Background: an optimization exercise with open tools, aiming at small area, a short achievable clock period and few clock cycles per item. Do not read the settings as production practice.
Where RTL was checked, it was by simulation tests only, not by an equivalence proof against the original.
No activity file was given, so power comes from the tool's default toggle rates. The flow treats the clock pin as an ideal source, which a real chip does not have.

job 7099:
==> flow/design.v <==
`timescale 1ns / 1ps
package acm_pkg;
    localparam int MAX_PATTERN = 64;
    localparam int ADDR_W      = $clog2(MAX_PATTERN);
    localparam int IDX_W       = $clog2(MAX_PATTERN + 1);
    localparam int POS_W       = 16;
    typedef enum logic {
        CMD_PATTERN = 1'b0,
        CMD_TEXT    = 1'b1
    } cmd_t;
endpackage
`timescale 1ns / 1ps
module acm_ram #(
    parameter int WIDTH = 8,
    parameter int DEPTH = 64
) (
    input  logic                     aclk,
    input  logic                     we,
    input  logic [$clog2(DEPTH)-1:0] waddr,
    input  logic [WIDTH-1:0]         wdata,
    input  logic [$clog2(DEPTH)-1:0] raddr,
    output logic [WIDTH-1:0]         rdata
);
    logic [WIDTH-1:0] mem [DEPTH];
    always_ff @(posedge aclk) begin
        if (we) begin
            mem[waddr] <= wdata;
        end
        rdata <= mem[raddr];
    end
endmodule
`timescale 1ns / 1ps
module apostolico_crochemore_matcher_core (
    input  logic             aclk,
    input  logic             aresetn,
    input  logic             s_valid,
    output logic             s_ready,
    input  logic             s_cmd,
    input  logic [7:0]       s_data,
    input  logic             s_last,
    output logic             m_valid,
    input  logic             m_ready,
    output logic             m_found,
    output logic [acm_pkg::POS_W-1:0] m_position
);
    localparam int N     = acm_pkg::MAX_PATTERN;    
    localparam int AW    = acm_pkg::ADDR_W;         
    localparam int IW    = acm_pkg::IDX_W;          
    localparam int POS_W = acm_pkg::POS_W;
    logic             sv, scmd, slast;      
    logic [7:0]       sdata;
    logic             iv, icmd, ilast;      
    logic [7:0]       idata;
    logic             acc, hold, rdy;
    assign acc = s_valid && rdy;
    always_ff @(posedge aclk) begin
        if (!hold) begin
            idata <= sv ? sdata : s_data;
            icmd  <= sv ? scmd  : s_cmd;
            ilast <= sv ? slast : s_last;
        end else if (!sv) begin
            sdata <= s_data;
            scmd  <= s_cmd;
            slast <= s_last;
        end
    end
    always_ff @(posedge aclk) begin
        if (!aresetn) begin
            iv  <= 1'b0;
            sv  <= 1'b0;
            rdy <= 1'b1;
        end else if (!hold) begin
            iv  <= sv || acc;
            sv  <= 1'b0;
            rdy <= 1'b1;
        end else begin
            sv  <= sv || acc;
            rdy <= !(sv || acc);
        end
    end
    logic             loading, have, fresh, restart;
    logic [IW-1:0]    kcnt;         
    logic [IW-1:0]    wc;           
    logic [POS_W-1:0] pc;           
    logic [AW-1:0]    h, hl;        
    logic             rv, ov, r_stall;
    logic [IW-1:0]    idx;
    logic             pat_go, txt_go, scan, wr, counted;
    logic [IW-1:0]    kcnt_new;
    assign r_stall = rv && ov && !m_ready;
    assign idx     = loading ? kcnt : '0;
    assign hold    = iv && (icmd ? r_stall : (loading && !kcnt[IW-1] && hl != '0));
    assign pat_go  = iv && !icmd && !hold;
    assign txt_go  = iv && icmd && !hold;
    assign scan    = txt_go && have;
    assign wr      = pat_go && !idx[IW-1];
    assign kcnt_new = idx[IW-1] ? idx : idx + IW'(1);
    assign counted  = (wc[IW-1:1] == '0);
    always_ff @(posedge aclk) begin
        if (!aresetn) begin
            loading <= 1'b0;
            have    <= 1'b0;
            fresh   <= 1'b1;
            kcnt    <= '0;
            h       <= '0;
            hl      <= '0;
        end else begin
            h  <= (wr && idx == '0) ? '0 : h + AW'(1);
            hl <= wr ? '0 : hl + AW'(1);
            if (pat_go) begin
                loading <= !ilast;
                kcnt    <= kcnt_new;
                have    <= ilast;
                fresh   <= 1'b1;
            end else if (scan) begin
                fresh   <= ilast;
            end
        end
    end
    always_ff @(posedge aclk) begin
        if (pat_go && ilast) begin
            wc      <= kcnt_new;
            restart <= 1'b1;
        end else if (scan) begin
            if (counted) begin
                pc <= restart ? '0 : pc + POS_W'(1);
            end
            if (ilast) begin
                wc      <= kcnt;
                restart <= 1'b1;
            end else if (counted) begin
                restart <= 1'b0;
            end else begin
                wc <= wc - IW'(1);
            end
        end
    end
    logic [7:0] ring [N];
    always_ff @(posedge aclk) begin
        ring[0] <= wr ? idata : ring[N-1];
        for (int s = 1; s < N; s++) ring[s] <= ring[s-1];
    end
    logic [N-1:0] g, first, lastp;
    genvar gs;
    generate
        for (gs = 0; gs < N; gs++) begin : g_slot
            logic eq;
            assign eq        = (ring[gs] == idata);
            assign first[gs] = (h == AW'(gs));
            assign lastp[gs] = (hl == AW'((gs + 1) % N));
            always_ff @(posedge aclk) begin
                if (scan) begin
                    g[gs] <= (first[gs] || (g[gs] && !fresh)) && eq;
                end else begin
                    g[gs] <= g[(gs + N - 1) % N];
                end
            end
        end
    endgenerate
    logic             rhave, rfirst, rf_hold, rfound, rcnt;
    logic             o_take;
    logic [POS_W:0]   od;
    assign rfound = rfirst ? (rhave && |(g & lastp)) : rf_hold;
    assign o_take = !ov || m_ready;
    always_ff @(posedge aclk) begin
        if (!aresetn) begin
            rv <= 1'b0;
            ov <= 1'b0;
        end else begin
            if (txt_go) begin
                rv <= 1'b1;
            end else if (o_take) begin
                rv <= 1'b0;
            end
            if (o_take) begin
                ov <= rv;
            end
        end
    end
    always_ff @(posedge aclk) begin
        rfirst  <= txt_go;
        rf_hold <= rfound;
        if (txt_go) begin
            rhave <= have;
            rcnt  <= have && counted;
        end
        od <= od ^ ((od ^ {rfound, rcnt ? pc : POS_W'(0)}) & {(POS_W + 1){o_take}});
    end
    assign s_ready    = rdy;
    assign m_valid    = ov;
    assign m_found    = od[POS_W];
    assign m_position = od[POS_W-1:0];
endmodule
export LEC_CHECK = 0
export CAP_MARGIN = 20
export CORE_MARGIN = 2
export CORE_UTILIZATION = 70
export SLEW_MARGIN = 20
create_clock -name core_clock -period 8.0 [get_ports {aclk}]
standard.sh (not shown) runs the stock make flow with config.mk's settings and CLKGATE_MAP_FILE= SYNTH_SCRIPT=/design/flow/synth_recipe.tcl, a recipe that flattens the netlist after the stock synthesis.
==> flow/flow/run.sh <==
#!/bin/bash
set -euo pipefail
bash standard.sh SETUP_SLACK_MARGIN=5.3 "CTS_ARGS=-sink_clustering_enable -repair_clock_nets -sink_clustering_size 30 -sink_clustering_max_diameter 80 -buf_list sky130_fd_sc_hd__clkbuf_16 -dont_use_dummy_load" finish > flow_standard.log 2>&1
For job 7265, these inputs were changed with respect to job 7099:
--- a/flow/design.v
+++ b/flow/design.v
@@ -184,7 +184,9 @@
             rhave <= have;
             rcnt  <= have && counted;
         end
-        od <= od ^ ((od ^ {rfound, rcnt ? pc : POS_W'(0)}) & {(POS_W + 1){o_take}});
+        if (o_take) begin
+            od <= {rfound, rcnt ? pc : POS_W'(0)};
+        end
     end
     assign s_ready    = rdy;
     assign m_valid    = ov;
Findings:
- [compare] base=job 7099 new=job 7265: met2 track utilization from global routing moved down, fraction of synthesized area in multiplexers went down.
- Summary of the comparison: final cell count is lower in job 7265, relative to job 7099.
- Job 7099 → job 7265: number of buffers created by CTS rose 1; number of stages on the worst setup path fell 6; total wire length rose about 0.45%; met1 track demand over resource in global routing fell 0.27 points.
- Relative to job 7099, total power draw increased by 0.31 mW in job 7265.
- Summary of job 7265 over job 7099: worst-case vdd ir drop now sits higher, standard cell area after detailed placement now sits lower.
Testbench counts of job 7265, summed over its fixed seeds: cycles 28,267, text beats 26,169.
The RTL of job 7099 was laid out without a check of its function.

==> afterwards: timing with drivers on the ports <==
Ports are ideal in the flow. The routed layouts listed here were re-timed in OpenROAD.
Step 1: set_driving_cell puts a clkbuf_16 on aclk and a buf_2 on each other input, an assumption about the parent block.
Step 2 moves the port delays by t, midway between the first and last clock arrival at a register: inputs arrive t later, outputs are due t later. That takes back most of the time a late clock gives input paths.
Slacks: ideal ports / drivers / drivers and shift; pairs: ideal ports / drivers.
run	shift t [ns]	slack for setup (ns)	hold WS [ns]	worst setup path at the end
job 7099	0.627	5.287 / 5.240 / 4.814	0.340 / 0.340 / 0.340	input to register
job 7265	0.627	5.281 / 5.225 / 4.892	0.341 / 0.341 / 0.341	input to register
After both steps setup and hold are still met in every run listed. For job 7099, which loses most, drivers alone change the setup slack by -0.047 ns; drivers and shift together by -0.473 ns.
